This is an optimization exercise on Yosys and OpenROAD, whose aim is small area, a short achievable clock period and few clock cycles per item, not a production implementation. RTL that was checked went through simulation tests only; none was proved equivalent to the original. Power figures rest on the tool's default switching activity, not on a simulated workload.

## prefix_adder_top
module prefix_adder_top (
	input wire logic clk,
	input wire logic reset,
	input wire logic valid_in,
	input wire logic ready_in,
	input wire prefix_ctrl_pkg::tag_t tag_in,
	input wire prefix_data_pkg::block_t data_in,
	output logic busy,
	output logic ready_out,
	output logic valid_out,
	output prefix_ctrl_pkg::tag_t tag_out,
	output prefix_data_pkg::block_t data_out
);
	logic enable;
	pipe_control u_control (
		.clk(clk),
		.reset(reset),
		.valid_in(valid_in),
		.ready_in(ready_in),
		.tag_in(tag_in),
		.enable(enable),
		.ready_out(ready_out),
		.busy(busy),
		.valid_out(valid_out),
		.tag_out(tag_out)
	);
	prefix_network u_network (
		.clk(clk),
		.enable(enable),
		.data_in(data_in),
		.sums(data_out)
	);
endmodule
Size in the first run: ~100 flip-flops, about 200 I/O pins.
==> flow/config.mk <==
export PLATFORM = sky130hd
export DESIGN_NAME = prefix_adder_top
export DESIGN_NICKNAME = prefix_adder_top
export VERILOG_FILES = /design/flow/design.v
export SDC_FILE = /design/flow/constraint.sdc
export NUM_CORES = 4
export LEC_CHECK = 0
export ABC_AREA = 1
export CAP_MARGIN = 20
export CORE_MARGIN = 2
export CORE_UTILIZATION = 60
export CTS_BUF_LIST = sky130_fd_sc_hd__clkbuf_8
export CTS_CLUSTER_SIZE = 40
export SLEW_MARGIN = 20
==> flow/constraint.sdc <==
create_clock -name core_clock -period 4.0 [get_ports {clk}]
set_input_delay 0.8000 -clock core_clock [delete_from_list [all_inputs] [get_ports {clk}]]
set_output_delay 0.8000 -clock core_clock [all_outputs]
set_load 0.01 [all_outputs]
standard.sh (not shown) runs the stock make flow with config.mk's settings and CLKGATE_MAP_FILE= SYNTH_SCRIPT=/design/flow/synth_recipe.tcl, a recipe that flattens the netlist after the stock synthesis.
==> flow/flow/run.sh <==
#!/bin/bash
# Layout flow: the standard layout (standard.sh), with ADDER_MAP_FILE empty so adders are
# left to ABC, and port buffers starting as buf_1 (repair resizes them where timing needs it).
# Each make run's full output goes to a log file in the work folder.
set -euo pipefail
WORK=$(pwd)
bash standard.sh \
	ADDER_MAP_FILE= \
	"BUFFER_PORTS_ARGS=-buffer_cell sky130_fd_sc_hd__buf_1" \
	finish > "$WORK/make_finish.log" 2>&1
Testbench counts at the start, summed over its fixed seeds: cycles 2,056, items 2,048.
==> next run, changes <==
--- a/flow/config.mk
+++ b/flow/config.mk
@@ -10,5 +10,3 @@
 export CORE_MARGIN = 2
-export CORE_UTILIZATION = 60
-export CTS_BUF_LIST = sky130_fd_sc_hd__clkbuf_8
-export CTS_CLUSTER_SIZE = 40
+export CORE_UTILIZATION = 50
 export SLEW_MARGIN = 20
Core utilization drops by 10 points.
Setup slack loses 22 ps.
Sequential cell count stays the same.
Area after synthesis stays the same.
Cell count is higher by 3.1%.
Clock skew is unchanged.
Design area rose by about 2.6%.
Via count fell by 3.0%.
==> next run, changes <==
--- a/flow/config.mk
+++ b/flow/config.mk
@@ -10,3 +10,4 @@
 export CORE_MARGIN = 2
-export CORE_UTILIZATION = 50
+export CORE_UTILIZATION = 60
+export GPL_TIMING_DRIVEN = 0
 export SLEW_MARGIN = 20
After rerunning:
- synthesized area stays the same
- total power came out higher slightly
- global-route usage came out higher by 3.7 points
- setup slack is worse by 68 ps
- synthesized cell count does not change
- wire length barely changes
- hold slack is worse by 9.1 ps
- critical path depth came out lower by 1
- fmax came out lower by a few percent
- clock-buffer cell count came out lower by 1
- register-to-register slack is better by 40 ps
==> next run, changes <==
--- a/flow/config.mk
+++ b/flow/config.mk
@@ -10,4 +10,3 @@
 export CORE_MARGIN = 2
-export CORE_UTILIZATION = 60
-export GPL_TIMING_DRIVEN = 0
+export CORE_UTILIZATION = 65
 export SLEW_MARGIN = 20
Effect:
- sequential power stays flat
- clock power drops by 18%
- cell area fell by 7.1%
- total power is lower by 7.6%
- die area decreases by 7.4%
- count of clock-buffer cells in the layout rose by 2
- global-route usage rises by 2.8 points
- area after synthesis does not change
- core utilization drops by 0.50 points
- sequential share of layout area goes up by 2.8 points
- cell count came out lower by 5.3%

* * *

prefix_adder_top again, from the RTL that the note above started with.
Settings: LEC_CHECK=0, ABC_AREA=1, CAP_MARGIN=20, CORE_MARGIN=2, CORE_UTILIZATION=60, CTS_BUF_LIST=sky130_fd_sc_hd__clkbuf_8, PLACE_DENSITY=0.7, SLEW_MARGIN=20; clock period 4.0 ns.
Scripts as last shown in full above: flow/flow/run.sh
Testbench counts at the start, summed over its fixed seeds: cycles 2,056, items 2,048.
Edit:
- CORE_UTILIZATION: 60 -> 85
- CTS_BUF_LIST: sky130_fd_sc_hd__clkbuf_8 -> not set
- PLACE_DENSITY: 0.7 -> not set
Result: The new run died in global routing (GRT-0116); synthesized area stays the same; synthesized cell count stays the same.
Edit:
- CORE_UTILIZATION: 85 -> 60
What happened: The changed run passed the timing, DRC and antenna checks; synthesized area does not change; synthesized cell count stays the same.

* * *

Setup of v47:
Another version of the RTL of prefix_adder_top (not shown whole).
Size in the first run: ~460 cells after synthesis, roughly 97 flip-flops, about 5800 sq um of cells after synthesis.
Settings: LEC_CHECK=0, ABC_CLOCK_PERIOD_IN_PS=300, CAP_MARGIN=20, CORE_MARGIN=2, CORE_UTILIZATION=40, SETUP_SLACK_MARGIN=2.0, SLEW_MARGIN=20; clock period 4.0 ns.
==> flow/flow/run.sh <==
#!/bin/bash
# standard layout, synthesised without mapping adders onto the library's full/half adder cells,
# and with the smallest buffer on each port (repair still resizes it where timing needs)
set -euo pipefail
bash standard.sh ADDER_MAP_FILE= "BUFFER_PORTS_ARGS=-buffer_cell sky130_fd_sc_hd__buf_1" finish > make_finish.log 2>&1
Layout checks on v47: not met. Flow itself completed; violations: negative setup slack.
Modified inputs, v56 compared to v47
Settings: ABC_CLOCK_PERIOD_IN_PS: 300 -> 1500.
==> flow/flow/run.sh <==
#!/bin/bash
# standard layout, synthesised without mapping adders onto the library's full/half adder cells
set -euo pipefail
bash standard.sh ADDER_MAP_FILE= finish > make_finish.log 2>&1
Results
- v56: all stages done; final checks FAILED (negative setup slack).
- v56 vs. v47: final estimated routing congestion in global placement went up by about 3%.
- Switching part of the total: v56 lower than v47
- Compared with v47, in v56 total power higher, static leakage went up by 0.0011 uW, achievable clock frequency saw a decrease, number of buffers and inverters on the critical path has decreased.
- Row cell area: v56 higher / v47 lower
- Required time reported for the critical path endpoint: v56 vs v47 — no meaningful difference
- Looking at critical path depth, v56 sits above v47.
[inputs] v32 vs v56
==> flow/flow/run.sh <==
#!/bin/bash
# standard layout, synthesised without mapping adders onto the library's full/half adder cells,
# and with the smallest buffer on each port (repair still resizes it where timing needs)
set -euo pipefail
bash standard.sh ADDER_MAP_FILE= "BUFFER_PORTS_ARGS=-buffer_cell sky130_fd_sc_hd__buf_1" finish > make_finish.log 2>&1
Results
- Compared to v56, v32 leaves more free space in the core.
- v56 was larger in final cell area than v32.
- Of v32 and v56, it is v32 that has the lower area taken by multi-input logic gates.
- A type of the most critical hold path of register to register is what v56 shows, while input pin to asynchronous set/reset pin belongs to v32.
- The register share of total power number comes out higher for v32 vs v56.
- [diff] worst slack after detailed placement, v32 relative to v56: improvement
- Cell depth of the worst setup path: v32 vs v56 down 1
- Run comparison: v32 destination of the critical timing path u_network.held[39]; v56 destination of the critical timing path u_network.held[63]
- To summarise v32: no stage aborted, but the layout did not pass its checks, failing on negative setup slack.
- Compared with v56, v32 shows a actual slew at the worst max-slew pin that is 0.15 ns lower.
No run of this note included a check of the RTL's function; only the layout flow was run.

* * *

The RTL this note starts from:
==> flow/design.v <==
`default_nettype none
package prefix_data_pkg;
	typedef logic signed [8-1:0] lane_t;
	typedef lane_t [8-1:0] block_t;
	function automatic logic [8-1:0] lane_add(
		input logic [8-1:0] a,
		input logic [8-1:0] b
	);
		logic [8-1:0] p;
		logic [8-1:0] gen;
		logic [8-1:0] prop;
		p = a ^ b;
		gen = a & b;
		prop = p;
		for (int s = 0; (1 << s) < 8; s++) begin
			for (int i = 8 - 1; i >= 0; i--) begin
				if ((i & (1 << s)) != 0) begin
					gen[i] = gen[i] | (prop[i] & gen[((i >> s) << s) - 1]);
					prop[i] = prop[i] & prop[((i >> s) << s) - 1];
				end
			end
		end
		lane_add = p ^ {gen[8-2:0], 1'b0};
	endfunction
endpackage
`default_nettype wire
`default_nettype none
package prefix_ctrl_pkg;
	typedef logic [32-1:0] tag_t;
endpackage
`default_nettype wire
`timescale 1ns/10ps
`default_nettype none
module pipe_control (
	input wire logic clk,
	input wire logic reset,
	input wire logic valid_in,
	input wire logic ready_in,
	input wire prefix_ctrl_pkg::tag_t tag_in,
	output logic enable,
	output logic ready_out,
	output logic busy,
	output logic valid_out,
	output prefix_ctrl_pkg::tag_t tag_out
);
	logic valid_q;
	prefix_ctrl_pkg::tag_t tag_q;
	assign enable = ready_in;
	assign ready_out = ready_in;
	always_ff @(posedge clk or posedge reset) begin
		if (reset) begin
			valid_q <= 1'b0;
		end else if (enable) begin
			valid_q <= valid_in;
		end
	end
	always_ff @(posedge clk) begin
		if (enable) begin
			tag_q <= tag_in;
		end
	end
	assign busy = valid_q;
	assign valid_out = valid_q;
	assign tag_out = tag_q;
endmodule
`default_nettype wire
`timescale 1ns/10ps
`default_nettype none
module prefix_layer #(
	parameter int SPAN = 1
) (
	input wire prefix_data_pkg::block_t sums_in,
	output prefix_data_pkg::block_t sums_out
);
	localparam int W = 8;
	logic [8*W-1:0] flat_in;
	logic [8*W-1:0] flat_next;
	assign flat_in = sums_in;
	for (genvar i = 0; i < 8; i++) begin : g_lane
		if ((i & SPAN) != 0) begin : g_add
			localparam int SRC = (i / (2 * SPAN)) * (2 * SPAN) + SPAN - 1;
			assign flat_next[i*W +: W] = prefix_data_pkg::lane_add(flat_in[i*W +: W], flat_in[SRC*W +: W]);
		end else begin : g_pass
			assign flat_next[i*W +: W] = flat_in[i*W +: W];
		end
	end
	assign sums_out = flat_next;
endmodule
`default_nettype wire
`timescale 1ns/10ps
`default_nettype none
module prefix_network (
	input wire logic clk,
	input wire logic enable,
	input wire prefix_data_pkg::block_t data_in,
	output prefix_data_pkg::block_t sums
);
	localparam int W = 8;
	localparam int N = 8;
	localparam int H = N / 2;
	localparam int J = 6;
	prefix_data_pkg::block_t layer1;
	prefix_data_pkg::block_t layer2;
	prefix_layer #(.SPAN(1)) u_layer1 (.sums_in(data_in), .sums_out(layer1));
	prefix_layer #(.SPAN(2)) u_layer2 (.sums_in(layer1), .sums_out(layer2));
	logic [N*W-1:0] flat2;
	assign flat2 = layer2;
	logic [N*W-1:0] next_sums;
	logic [H-1:0] next_carry;
	logic [N*W-1:0] held_sums;
	logic [H-1:0] held_carry;
	assign next_sums[H*W-1:0] = flat2[H*W-1:0];
	for (genvar i = H; i < N; i++) begin : g_upper
		if (J == 0) begin : g_none
			assign next_sums[i*W +: W] = flat2[i*W +: W];
			assign next_carry[i-H] = 1'b0;
		end else if (J >= W) begin : g_all
			assign next_sums[i*W +: W] = flat2[i*W +: W] + flat2[(H-1)*W +: W];
			assign next_carry[i-H] = 1'b0;
		end else begin : g_part
			logic [J:0] low;
			assign low = {1'b0, flat2[i*W +: J]} + {1'b0, flat2[(H-1)*W +: J]};
			assign next_sums[i*W +: W] = {flat2[i*W+J +: W-J], low[J-1:0]};
			assign next_carry[i-H] = low[J];
		end
	end
	always_ff @(posedge clk) begin
		if (enable) begin
			held_sums <= next_sums;
		end
	end
	if (J > 0 && J < W) begin : g_carry_reg
		always_ff @(posedge clk) begin
			if (enable) begin
				held_carry <= next_carry;
			end
		end
	end else begin : g_no_carry
		assign held_carry = '0;
	end
	logic [N*W-1:0] flat_out;
	assign flat_out[H*W-1:0] = held_sums[H*W-1:0];
	for (genvar i = H; i < N; i++) begin : g_finish
		if (J == 0) begin : g_none
			assign flat_out[i*W +: W] = held_sums[i*W +: W] + held_sums[(H-1)*W +: W];
		end else if (J >= W) begin : g_all
			assign flat_out[i*W +: W] = held_sums[i*W +: W];
		end else begin : g_part
			assign flat_out[i*W +: W] = {
				held_sums[i*W+J +: W-J] + held_sums[(H-1)*W+J +: W-J] + (W-J)'(held_carry[i-H]),
				held_sums[i*W +: J]
			};
		end
	end
	assign sums = flat_out;
endmodule
`default_nettype wire
`timescale 1ns/10ps
`default_nettype none
module prefix_adder_top (
	input wire logic clk,
	input wire logic reset,
	input wire logic valid_in,
	input wire logic ready_in,
	input wire prefix_ctrl_pkg::tag_t tag_in,
	input wire prefix_data_pkg::block_t data_in,
	output logic busy,
	output logic ready_out,
	output logic valid_out,
	output prefix_ctrl_pkg::tag_t tag_out,
	output prefix_data_pkg::block_t data_out
);
	logic enable;
	pipe_control u_control (
		.clk(clk),
		.reset(reset),
		.valid_in(valid_in),
		.ready_in(ready_in),
		.tag_in(tag_in),
		.enable(enable),
		.ready_out(ready_out),
		.busy(busy),
		.valid_out(valid_out),
		.tag_out(tag_out)
	);
	prefix_network u_network (
		.clk(clk),
		.enable(enable),
		.data_in(data_in),
		.sums(data_out)
	);
endmodule
`default_nettype wire
==> flow/config.mk <==
export PLATFORM = sky130hd
export DESIGN_NAME = prefix_adder_top
export DESIGN_NICKNAME = prefix_adder_top
export VERILOG_FILES = /design/flow/design.v
export SDC_FILE = /design/flow/constraint.sdc
export NUM_CORES = 4
export LEC_CHECK = 0
export CAP_MARGIN = 20
export CORE_MARGIN = 2
export CORE_UTILIZATION = 60
export CTS_BUF_LIST = sky130_fd_sc_hd__clkbuf_8
export SLEW_MARGIN = 20
==> flow/constraint.sdc <==
create_clock -name core_clock -period 4.0 [get_ports {clk}]
set_input_delay 0.8000 -clock core_clock [delete_from_list [all_inputs] [get_ports {clk}]]
set_output_delay 0.8000 -clock core_clock [all_outputs]
set_load 0.01 [all_outputs]
==> flow/flow/run.sh <==
#!/bin/bash
# Layout flow: the standard layout (standard.sh), with ADDER_MAP_FILE empty so adders are
# left to ABC, and port buffers starting as buf_1 (repair resizes them where timing needs it).
# Each make run's full output goes to a log file in the work folder.
set -euo pipefail
WORK=$(pwd)
bash standard.sh \
	ADDER_MAP_FILE= \
	"BUFFER_PORTS_ARGS=-buffer_cell sky130_fd_sc_hd__buf_1" \
	finish > "$WORK/make_finish.log" 2>&1
The baseline ran to the end with no violations.
Testbench counts at the start, summed over its fixed seeds: cycles 2,056, items 2,048.
==> next run, changes <==
ABC_AREA = 1   (was default)
CORE_UTILIZATION = 75   (was 60)
CTS_BUF_LIST = default   (was sky130_fd_sc_hd__clkbuf_8)
The new run finished with timing, DRC and antenna clean.
Routed wire length is higher by about a fifth.
Via count is higher by a quarter to a third.
Final area is higher slightly.
Setup slack gains 0.93 ns.
Die area is lower by about a fifth.
Clock skew is unchanged.
Total power is lower by about a fifth.
First-iteration DRC count is higher by well over a third.
==> next run, changes <==
==> flow/flow/run.sh (replaced) <==
#!/bin/bash
# Layout flow: the standard layout (standard.sh) with three changes, all in synthesis
# mapping or port buffering; registers, floorplan, power grid, CTS and routing are standard.
#  - synthesis runs synth_recipe.tcl unchanged, through flow/synth_wrap.tcl, which only swaps
#    the ABC script that maps the combinational logic for flow/abc_fast.script
#  - ADDER_MAP_FILE is empty, so adders are not frozen into full/half adder cells before ABC
#  - port buffers start as buf_1; repair resizes them where timing needs it
# Each make run's full output goes to a log file in the work folder.
set -euo pipefail
WORK=$(pwd)
bash standard.sh \
	SYNTH_SCRIPT="$WORK/flow/synth_wrap.tcl" \
	ADDER_MAP_FILE= \
	"BUFFER_PORTS_ARGS=-buffer_cell sky130_fd_sc_hd__buf_1" \
	finish > "$WORK/make_finish.log" 2>&1
==> flow/flow/abc_fast.script (new file) <==
strash
dch
map -D 500
topo
upsize
dnsize
==> flow/flow/synth_wrap.tcl (new file) <==
# The standard flow's synthesis script, with the ABC script for combinational mapping swapped
set flow_dir [file dirname [file normalize [info script]]]
set fast_abc_script [file join $flow_dir abc_fast.script]
proc abc {args} {
	set i [lsearch -exact $args -script]
	if { $i >= 0 } {
		lset args [expr {$i + 1}] $::fast_abc_script
	}
	puts "synth_wrap: abc {*}$args"
	yosys abc {*}$args
}
source [file join [file dirname $flow_dir] synth_recipe.tcl]
ABC_AREA = default   (was 1)
CORE_UTILIZATION = 60   (was 75)
SETUP_SLACK_MARGIN = 1.4   (was default)
Effect: Combinational power climbs by well over a third; wire length climbs by a quarter to a third; die area climbs by a quarter to a third.
==> next run, changes <==
==> flow/flow/run.sh (replaced) <==
#!/bin/bash
# Layout flow: the standard layout (standard.sh), with ADDER_MAP_FILE empty so adders are
# left to ABC, and port buffers starting as buf_1 (repair resizes them where timing needs it).
# Each make run's full output goes to a log file in the work folder.
set -euo pipefail
WORK=$(pwd)
bash standard.sh \
	ADDER_MAP_FILE= \
	"BUFFER_PORTS_ARGS=-buffer_cell sky130_fd_sc_hd__buf_1" \
	finish > "$WORK/make_finish.log" 2>&1
ABC_AREA = 1   (was default)
CTS_BUF_LIST = sky130_fd_sc_hd__clkbuf_8   (was default)
SETUP_SLACK_MARGIN = 1.45   (was 1.4)
removed: flow/flow/abc_fast.script
removed: flow/flow/synth_wrap.tcl
What happened:
- synthesized cell count drops by 2.4%
- final area shrinks by 16%
- hold slack gains 0.010 ns
==> next run, changes <==
CTS_BUF_LIST = default   (was sky130_fd_sc_hd__clkbuf_8)
SETUP_SLACK_MARGIN = 1.5   (was 1.45)
The changed run produced a clean layout.
Global-route usage climbs by 0.63 points.
Die area does not change.
Final area climbs by roughly a tenth.
Fmax drops by a few percent.
Clock power climbs by well over a third.
Wire length climbs by about a fifth.
First-iteration DRC count climbs by well over a third.
==> next run, changes <==
--- a/flow/flow/run.sh
+++ b/flow/flow/run.sh
@@ -3 +3 @@
-# left to ABC, and port buffers starting as buf_1 (repair resizes them where timing needs it).
+# left to ABC, and port buffers starting as buf_2 (repair resizes them where timing needs it).
@@ -9 +9 @@
-	"BUFFER_PORTS_ARGS=-buffer_cell sky130_fd_sc_hd__buf_1" \
+	"BUFFER_PORTS_ARGS=-buffer_cell sky130_fd_sc_hd__buf_2" \
CTS_BUF_LIST = sky130_fd_sc_hd__clkbuf_8   (was default)
SETUP_SLACK_MARGIN = default   (was 1.5)
Effect:
- core utilization decreases by 13 points
- synthesized cell count stays the same
- worst setup slack improved by 0.025 ns
- first-iteration DRC count decreases by 34%
- global-route usage is about the same
- via count decreases by 10%
- die area does not change

## afterwards: timing with drivers on the ports
No port has a modelled driver above. Below, the same layouts with a new extraction and two added sets of constraints.
Step 1: set_driving_cell puts a clkbuf_16 on clk and a buf_2 on each other input, an assumption about the parent block.
Step 2 times the ports against the registers' clock, not the clock port: input delays grow and output delays shrink by t, the midpoint of the rising clock arrivals with the driver on.
Three values: no drivers, after step 1, after step 2; two values: the first two.
run	shift t [ns]	slack for setup (ns)	worst register clock-pin slew, ns
the first run of note 1	0.404	1.379 / 1.343 / 1.030	0.11 / 0.11
the second run of note 1	0.388	1.357 / 1.376 / 0.988	0.07 / 0.07
the third run of note 1	0.393	1.289 / 1.310 / 0.917	0.08 / 0.08
the fourth run of note 1	0.389	1.361 / 1.373 / 0.984	0.10 / 0.10
the first run of note 2	0.408	1.377 / 1.386 / 0.978	0.10 / 0.10
the third run of note 2	0.385	1.383 / 1.364 / 1.014	0.08 / 0.08
v47	0.391	-0.188 / -0.186 / -0.577	0.07 / 0.07
v56	0.395	-0.259 / -0.248 / -0.643	0.07 / 0.07
v32	0.391	-0.188 / -0.186 / -0.577	0.07 / 0.07
the first run of note 4	0.390	0.317 / 0.320 / -0.070	0.10 / 0.10
the second run of note 4	0.397	1.243 / 1.250 / 0.853	0.11 / 0.11
the third run of note 4	0.407	1.191 / 1.185 / 0.778	0.07 / 0.07
the fourth run of note 4	0.403	1.504 / 1.468 / 1.121	0.11 / 0.11
the fifth run of note 4	0.397	1.364 / 1.345 / 0.948	0.08 / 0.08
the sixth run of note 4	0.404	1.389 / 1.398 / 0.994	0.12 / 0.12
Met with ideal ports but missed after step 2: setup timing in the first run of note 4. The setup slack of the fifth run of note 4, which loses most, moves by -0.019 ns with the drivers and by -0.416 ns with both steps.
